This is an optimization exercise on Yosys and OpenROAD, whose aim is small area, a short achievable clock period and few clock cycles per item, not a production implementation. Function was checked by simulation only, so behaviour that the tests miss may differ from the original. Power figures rest on the tool's default switching activity, not on a simulated workload.

==> flow/design.v (excerpt) <==
module led_matrix_pwm_scanner #(
  parameter int COLUMNS  = lmps_pkg::COLUMNS_DEF,
  parameter int CHANNELS = lmps_pkg::CHANNELS_DEF
) (
  input  logic                              clk,
  input  logic                              rst,
  input  logic                              s_tvalid,
  output logic                              s_tready,
  input  logic [lmps_pkg::IN_DATA_W-1:0]    s_tdata,
  input  logic [lmps_pkg::OP_W-1:0]         s_tuser,
  output logic                              m_tvalid,
  input  logic                              m_tready,
  output logic [lmps_pkg::OUT_DATA_W-1:0]   m_tdata
);
  localparam int PIXELS = lmps_pkg::PIXELS_DEF;
  localparam int PW     = 15;
  localparam int RW     = lmps_pkg::DRIVE_W + 2;
  logic              in_rdy;
  logic              cmd_v;
  logic [1:0]        cmd_op;
  logic [2:0]        cmd_col;
  logic [2:0]        cmd_row;
  logic [PW-1:0]     cmd_pix;
  logic [PW-1:0]     in_pix;
  logic [3:0]        tick_pos;
  logic [COLUMNS-1:0] col_oh;
  logic [PIXELS*PW-1:0] snap;
  logic [PIXELS-1:0] snap_vld;
  logic [RW-1:0]     out_d;
  logic              rdy_int;
  logic              sk_v;
  logic [1:0]        sk_act;
  logic              exec;
  logic              is_tick;
  logic              reload;
  logic              do_write;
  logic              do_clear;
  logic [PIXELS*PW-1:0] col_data;
  logic [PIXELS-1:0] col_vld;
  logic [CHANNELS-1:0] drive;
  ...
Settings: LEC_CHECK=0, CAP_MARGIN=20, CORE_MARGIN=2, CORE_UTILIZATION=40, CTS_CLUSTER_DIAMETER=70, CTS_CLUSTER_SIZE=45, SETUP_SLACK_MARGIN=4.75, SLEW_MARGIN=20, TNS_END_PERCENT=0; clock period 7.0 ns.
run.sh (not shown) runs the stock make flow with config.mk's settings and CLKGATE_MAP_FILE= SYNTH_SCRIPT=/design/flow/synth_recipe.tcl, a recipe that flattens the netlist after the stock synthesis.
Testbench counts at the start, summed over its fixed seeds: cycles 12,016, items 12,000.
Change:
Settings changed: CTS_CLUSTER_DIAMETER 70 to 100, CTS_CLUSTER_SIZE 45 to 30, SETUP_SLACK_MARGIN 4.75 to 4.6.
Routed wire length came out higher by 2.3%.
Total power came out lower by 8.2%.
Area after synthesis does not change.
Flip-flop and latch count does not change.
Core utilization came out lower by 0.82 points.
Setup slack gets worse by 66 ps.
Change:
Settings changed: SETUP_SLACK_MARGIN 4.6 to 4.85.
After rerunning: The new run finished but fails on antenna rules; sequential power is about the same; global-route usage came out lower by 0.58 points; final cell count is about the same; wire length came out lower by 3.0%; design area is about the same.
Change:
Settings changed: CORE_UTILIZATION 40 to 45, SETUP_SLACK_MARGIN 4.85 to 4.75.
Outcome: This time the run passed the timing, design-rule and antenna checks; non-clock buffer count came out lower by 6; clock skew grows by 17 ps; die area went down by 11%; routed wire length came out higher by 1.9%; sequential power barely changes; first-iteration DRC count shrinks by 0.53%; core utilization is higher by 5.3 points; cell area came out lower by 0.94%; total power stays flat; synthesized cell count stays the same; sequential share of layout area increases by 0.65 points.
Change:
Settings changed: CORE_UTILIZATION 45 to 40, SETUP_SLACK_MARGIN 4.75 to 4.5.
Effect: Routed wire length increases by 0.58%; global-route usage decreases by 2.0 points; clock skew decreases by 8.3 ps; total power decreases by 1.5%; die area increases by 12%; non-clock buffer count increases by 4; worst setup slack degrades by 35 ps; maximum frequency decreases by 1.4%.
Change:
Settings changed: SETUP_SLACK_MARGIN 4.5 to 4.75.
Cell count barely changes.
First-iteration DRC count is lower slightly.
Synthesized cell count does not change.
Worst setup slack gains 55 ps.
Via count stays flat.
Total power is higher slightly.
Clock power is higher by a few percent.
Final area is higher slightly.
Die area does not change.
Core utilization is higher by 0.31 points.

Setup of yarrow:
led_matrix_pwm_scanner again, from the RTL that the note above started with.
==> flow/config.mk <==
export PLATFORM = sky130hd
export DESIGN_NAME = led_matrix_pwm_scanner
export DESIGN_NICKNAME = led_matrix_pwm_scanner
export VERILOG_FILES = /design/flow/design.v
export SDC_FILE = /design/flow/constraint.sdc
export NUM_CORES = 4
export LEC_CHECK = 0
export CAP_MARGIN = 20
export CORE_MARGIN = 2
export CORE_UTILIZATION = 40
export CTS_CLUSTER_DIAMETER = 100
export CTS_CLUSTER_SIZE = 30
export SETUP_SLACK_MARGIN = 5.0
export SLEW_MARGIN = 20
export TNS_END_PERCENT = 0
==> flow/constraint.sdc <==
create_clock -name core_clock -period 7.0 [get_ports {clk}]
set_input_delay 1.4000 -clock core_clock [delete_from_list [all_inputs] [get_ports {clk}]]
set_output_delay 1.4000 -clock core_clock [all_outputs]
set_load 0.01 [all_outputs]
Testbench counts of yarrow, summed over its fixed seeds: cycles 12,016, items 12,000.
The following lists how garnet was set up differently from yarrow:
- swapping 5.0 for 4.5 in SETUP_SLACK_MARGIN
- swapping 30 for 26 in CTS_CLUSTER_SIZE
Results
From yarrow to garnet the numbers moved as follows: worst hold slack was more or less identical; post-route total power went up by about 3.4%; final worst clock skew went down by 0.0044 ns; setup slack went down by 0.066 ns; number of global-route vias before repair went up by 113.
garnet does better than yarrow on final routed wirelength across all metal layers.
Changes observed in garnet relative to yarrow: clock network power share moved up, number of CTS-inserted buffers up 6.
Changes in xenon relative to garnet:
- a change of CTS_CLUSTER_DIAMETER from 100 to 150
- a change of SETUP_SLACK_MARGIN from 4.5 to 4.75
- a change of CTS_CLUSTER_SIZE from 26 to 30
- Lower total global-route track usage goes to xenon over garnet.
- Share of power burned in the clock network (lower): xenon
- From garnet to xenon the numbers moved as follows: number of H-tree levels decreased 1; combinational share of power neither gained nor lost much; worst hold margin increased 0.0044 ns; global-route wire length before repair saw a decrease.
- | fraction of area in registers | higher: xenon |
- Routed wire length improves in xenon relative to garnet.
- End point of the critical path: m_tdata[12] -> garnet, m_tdata[9] -> xenon

sierra:
led_matrix_pwm_scanner, a different RTL version from the one above (not shown whole).
Size in the first run: roughly 1700 cells after synthesis, ~780 flip-flops, ~29000 sq um of cells after synthesis.
clock: 7.0 ns
lec_check: 0
cap_margin: 20
core_margin: 2
core_utilization: 40
cts_cluster_diameter: 100
cts_cluster_size: 30
setup_slack_margin: 4.65
slew_margin: 20
tns_end_percent: 0
Testbench counts of sierra, summed over its fixed seeds: cycles 12,016, items 12,000.
Setup changes, sierra to violet
- SETUP_SLACK_MARGIN now 4.75, was 4.65
- GPL_ROUTABILITY_DRIVEN now 0, previously not set
Results
No stage failed in violet, and the final checks on the layout all came back clean.
The register fraction of the total cell area of violet exceeds that of sierra by 0.16 points.
Net total in the final layout: violet vs sierra, no meaningful difference
Cmp sierra and violet / final critical delay including setup and external delays / lower: violet

## cedar
The RTL this note starts from:
==> flow/design.v <==
package lmps_pkg;
  localparam int COLUMNS_DEF  = 8;
  localparam int CHANNELS_DEF = 15;
  localparam int PIXELS_DEF   = 5;
  localparam int OP_W       = 2;
  localparam int COORD_W    = 3;
  localparam int BYTE_W     = 8;
  localparam int DRIVE_W    = 15;
  localparam int IN_DATA_W  = 32;
  localparam int OUT_DATA_W = 24;
  localparam logic [3:0] TICK_LAST = 4'd15;
  localparam logic [OP_W-1:0] OP_TICK  = 2'd0;
  localparam logic [OP_W-1:0] OP_WRITE = 2'd1;
  localparam logic [OP_W-1:0] OP_CLEAR = 2'd2;
  localparam logic [OP_W-1:0] OP_NOP   = 2'd3;
  localparam logic [1:0] ACT_NONE  = 2'd0;
  localparam logic [1:0] ACT_SHIFT = 2'd1;
  localparam logic [1:0] ACT_RESET = 2'd2;
endpackage
module lmps_ram #(
  parameter int COLUMNS = 8,
  parameter int PIXELS  = 5,
  parameter int PW      = 15
) (
  input  logic                       clk,
  input  logic                       rst,
  input  logic                       we,
  input  logic [2:0]                 wcol,
  input  logic [2:0]                 wpix,
  input  logic [PW-1:0]              wdata,
  input  logic                       clr,
  input  logic [COLUMNS-1:0]         rsel,
  output logic [PIXELS*PW-1:0]       rdata,
  output logic [PIXELS-1:0]          rvalid
);
  logic [PW-1:0]     mem [COLUMNS][PIXELS];
  logic [PIXELS-1:0] vld [COLUMNS];
  always_ff @(posedge clk) begin
    for (int c = 0; c < COLUMNS; c++) begin
      for (int p = 0; p < PIXELS; p++) begin
        if (we && wcol == 3'(c) && wpix == 3'(p)) begin
          mem[c][p] <= wdata;
        end
      end
    end
  end
  always_ff @(posedge clk) begin
    for (int c = 0; c < COLUMNS; c++) begin
      for (int p = 0; p < PIXELS; p++) begin
        if (rst || clr) begin
          vld[c][p] <= 1'b0;
        end else if (we && wcol == 3'(c) && wpix == 3'(p)) begin
          vld[c][p] <= 1'b1;
        end
      end
    end
  end
  always_comb begin
    rdata  = '0;
    rvalid = '0;
    for (int c = 0; c < COLUMNS; c++) begin
      for (int p = 0; p < PIXELS; p++) begin
        rdata[p*PW +: PW] = rdata[p*PW +: PW] | (mem[c][p] & {PW{rsel[c]}});
      end
      rvalid = rvalid | (vld[c] & {PIXELS{rsel[c]}});
    end
  end
endmodule
module lmps_enc (
  input  logic [7:0] s,
  output logic [4:0] code
);
  logic lo;
  logic hi;
  assign lo   = (s[7:4] == 4'd0);
  assign hi   = (s[7:4] == 4'd1) && (s[3:0] <= 4'd13);
  assign code = hi ? {1'b1, s[3:0] + 4'd1} :
                lo ? {1'b0, s[3:0]} : 5'd0;
endmodule
module lmps_seq (
  input  logic [4:0] code,
  input  logic [3:0] t,
  output logic       on_hold,
  output logic       on_tick
);
  logic [3:0] w;
  logic       lt;
  logic       eq;
  assign w  = code[3:0];
  assign eq = (t == w);
  assign lt = (!t[3] && w[3]) || ((t[3] == w[3]) &&
              ((!t[2] && w[2]) || ((t[2] == w[2]) &&
              ((!t[1] && w[1]) || ((t[1] == w[1]) &&
              (!t[0] && w[0]))))));
  assign on_tick = code[4] ^ lt;
  assign on_hold = code[4] ^ (lt || eq);
endmodule
module led_matrix_pwm_scanner #(
  parameter int COLUMNS  = lmps_pkg::COLUMNS_DEF,
  parameter int CHANNELS = lmps_pkg::CHANNELS_DEF
) (
  input  logic                              clk,
  input  logic                              rst,
  input  logic                              s_tvalid,
  output logic                              s_tready,
  input  logic [lmps_pkg::IN_DATA_W-1:0]    s_tdata,
  input  logic [lmps_pkg::OP_W-1:0]         s_tuser,
  output logic                              m_tvalid,
  input  logic                              m_tready,
  output logic [lmps_pkg::OUT_DATA_W-1:0]   m_tdata
);
  localparam int PIXELS = lmps_pkg::PIXELS_DEF;
  localparam int PW     = 15;
  localparam int RW     = lmps_pkg::DRIVE_W + 2;
  logic              in_rdy;
  logic              cmd_v;
  logic [1:0]        cmd_op;
  logic [2:0]        cmd_col;
  logic [2:0]        cmd_row;
  logic [PW-1:0]     cmd_pix;
  logic [PW-1:0]     in_pix;
  logic [3:0]        tick_pos;
  logic [COLUMNS-1:0] col_oh;
  logic [PIXELS*PW-1:0] snap;
  logic [PIXELS-1:0] snap_vld;
  logic [RW-1:0]     out_d;
  logic              sk_v;
  logic [1:0]        sk_act;
  logic              exec;
  logic              is_tick;
  logic              reload;
  logic              do_write;
  logic              do_clear;
  logic [PIXELS*PW-1:0] col_data;
  logic [PIXELS-1:0] col_vld;
  logic [CHANNELS-1:0] drive;
  logic [1:0]        action;
  logic              cmd_v_nx;
  logic              sk_v_nx;
  assign s_tready = in_rdy;
  assign m_tdata  = {7'b0000000, out_d};
  assign exec     = cmd_v && !sk_v;
  assign is_tick  = exec && (cmd_op == lmps_pkg::OP_TICK);
  assign reload   = is_tick && (tick_pos == lmps_pkg::TICK_LAST);
  assign do_write = exec && (cmd_op == lmps_pkg::OP_WRITE);
  assign do_clear = exec && (cmd_op == lmps_pkg::OP_CLEAR);
  lmps_enc u_enc_b (.s(s_tdata[21:14]), .code(in_pix[4:0]));
  lmps_enc u_enc_r (.s(s_tdata[13:6]),  .code(in_pix[9:5]));
  lmps_enc u_enc_g (.s(s_tdata[29:22]), .code(in_pix[14:10]));
  lmps_ram #(
    .COLUMNS (COLUMNS),
    .PIXELS  (PIXELS),
    .PW      (PW)
  ) u_frame (
    .clk    (clk),
    .rst    (rst),
    .we     (do_write),
    .wcol   (cmd_col),
    .wpix   (cmd_row),
    .wdata  (cmd_pix),
    .clr    (do_clear),
    .rsel   (col_oh),
    .rdata  (col_data),
    .rvalid (col_vld)
  );
  for (genvar k = 0; k < CHANNELS; k++) begin : g_drive
    logic [4:0] fc;
    logic       on_hold;
    logic       on_tick;
    assign fc = col_data[5*k +: 5];
    lmps_seq u_cmp (
      .code    (snap[5*k +: 5]),
      .t       (tick_pos),
      .on_hold (on_hold),
      .on_tick (on_tick)
    );
    assign drive[k] = reload  ? (col_vld[k/3] && !fc[4] && (fc[3:0] != 4'd0)) :
                      is_tick ? (snap_vld[k/3] && on_tick)
                              : (snap_vld[k/3] && on_hold);
  end
  assign action = !reload   ? lmps_pkg::ACT_NONE :
                  col_oh[COLUMNS-1] ? lmps_pkg::ACT_RESET : lmps_pkg::ACT_SHIFT;
  assign cmd_v_nx = in_rdy ? s_tvalid : (cmd_v && !exec);
  assign sk_v_nx  = (!m_tvalid || m_tready) ? 1'b0 : (sk_v || exec);
  always_ff @(posedge clk) begin
    if (rst) begin
      cmd_v  <= 1'b0;
      in_rdy <= 1'b1;
    end else begin
      cmd_v  <= cmd_v_nx;
      in_rdy <= !(cmd_v_nx && sk_v_nx);
    end
  end
  always_ff @(posedge clk) begin
    if (in_rdy) begin
      cmd_op  <= s_tuser;
      cmd_col <= s_tdata[2:0];
      cmd_row <= s_tdata[5:3];
      cmd_pix <= in_pix;
    end
  end
  always_ff @(posedge clk) begin
    if (rst) begin
      tick_pos <= '0;
      col_oh   <= COLUMNS'(1);
      snap_vld <= '0;
    end else if (is_tick) begin
      tick_pos <= reload ? 4'd1 : tick_pos + 4'd1;
      if (reload) begin
        col_oh   <= {col_oh[COLUMNS-2:0], col_oh[COLUMNS-1]};
        snap_vld <= col_vld;
      end
    end
  end
  always_ff @(posedge clk) begin
    if (reload) begin
      snap <= col_data;
    end
  end
  always_ff @(posedge clk) begin
    if (rst) begin
      m_tvalid <= 1'b0;
      sk_v     <= 1'b0;
    end else begin
      m_tvalid <= (m_tvalid && !m_tready) || sk_v || exec;
      sk_v     <= sk_v_nx;
    end
  end
  always_ff @(posedge clk) begin
    if (!m_tvalid || m_tready) begin
      out_d <= {sk_v ? sk_act : action, drive};
    end
    if (exec) begin
      sk_act <= action;
    end
  end
endmodule
==> flow/config.mk <==
export PLATFORM = sky130hd
export DESIGN_NAME = led_matrix_pwm_scanner
export DESIGN_NICKNAME = led_matrix_pwm_scanner
export VERILOG_FILES = /design/flow/design.v
export SDC_FILE = /design/flow/constraint.sdc
export NUM_CORES = 4
export LEC_CHECK = 0
export CAP_MARGIN = 20
export CORE_MARGIN = 2
export CORE_UTILIZATION = 40
export CTS_CLUSTER_DIAMETER = 60
export CTS_CLUSTER_SIZE = 40
export SETUP_SLACK_MARGIN = 4.5
export SLEW_MARGIN = 20
export TNS_END_PERCENT = 0
==> flow/constraint.sdc <==
create_clock -name core_clock -period 7.0 [get_ports {clk}]
set_input_delay 1.4000 -clock core_clock [delete_from_list [all_inputs] [get_ports {clk}]]
set_output_delay 1.4000 -clock core_clock [all_outputs]
set_load 0.01 [all_outputs]
Testbench counts of cedar, summed over its fixed seeds: cycles 12,016, items 12,000.
--- input diff cedar..willow ---
# cedar
export LEC_CHECK = 0
export CAP_MARGIN = 20
export CORE_MARGIN = 2
export CORE_UTILIZATION = 40
export CTS_CLUSTER_DIAMETER = 60
export CTS_CLUSTER_SIZE = 40
export SETUP_SLACK_MARGIN = 4.5
export SLEW_MARGIN = 20
export TNS_END_PERCENT = 0
create_clock -name core_clock -period 7.0 [get_ports {clk}]
# willow
export LEC_CHECK = 0
export CAP_MARGIN = 20
export CORE_MARGIN = 2
export CORE_UTILIZATION = 65
export CTS_CLUSTER_DIAMETER = 100
export CTS_CLUSTER_SIZE = 30
export SETUP_SLACK_MARGIN = 4.5
export SLEW_MARGIN = 20
export TNS_END_PERCENT = 0
create_clock -name core_clock -period 7.0 [get_ports {clk}]
==> comparison <==
- Looking only at die boundary height, and setting everything else aside, the lower value of cedar and willow goes to willow.
- The core of willow is more densely filled than that of cedar.
- [compare] base=cedar new=willow: leakage power of the design went down about 5%; cell area after layout went down about 4.4%; setup slack held; part of the power in registers went up 8.7 points.
- Summary — cell area after placement, willow relative to cedar: lower, by about 1.5%.
- willow vs cedar — vias per cell climbed by more than 10%
- Between cedar and willow, the difference in clock period minus worst slack is negligible.
- Routed wire in willow totals less than in cedar.

## separate check: timing with driven ports
No port has a modelled driver above. Below, the same layouts with a new extraction and two added sets of constraints.
Step 1: set_driving_cell puts a clkbuf_16 on clk and a buf_2 on each other input, an assumption about the parent block.
Step 2 also shifts input and output timing later by t, the mid clock arrival at the registers, as if the neighbouring blocks saw the same clock.
Slacks: ideal / step 1 / step 2; pairs: ideal / step 1.
run | t (ns) | setup WS [ns] | worst register clock-pin slew, ns
the first run of note 1 | 0.648 | 4.519 / 4.458 / 4.008 | 0.12 / 0.12
the second run of note 1 | 0.677 | 4.452 / 4.391 / 3.870 | 0.12 / 0.12
the third run of note 1 | 0.678 | 4.465 / 4.404 / 3.965 | 0.12 / 0.12
the fourth run of note 1 | 0.681 | 4.447 / 4.388 / 3.941 | 0.11 / 0.11
the fifth run of note 1 | 0.679 | 4.412 / 4.351 / 3.839 | 0.12 / 0.12
the sixth run of note 1 | 0.678 | 4.467 / 4.407 / 3.926 | 0.12 / 0.12
yarrow | 0.673 | 4.467 / 4.408 / 3.916 | 0.12 / 0.12
garnet | 0.636 | 4.401 / 4.340 / 3.833 | 0.10 / 0.10
xenon | 0.680 | 4.469 / 4.409 / 3.882 | 0.12 / 0.12
sierra | 0.691 | 4.442 / 4.381 / 3.863 | 0.12 / 0.12
violet | 0.681 | 4.464 / 4.402 / 3.872 | 0.12 / 0.12
cedar | 0.682 | 4.340 / 4.278 / 3.750 | 0.12 / 0.12
willow | 0.675 | 4.338 / 4.293 / 3.784 | 0.12 / 0.12
For violet, which loses most, drivers alone change the setup slack by -0.062 ns; drivers and shift together by -0.592 ns.
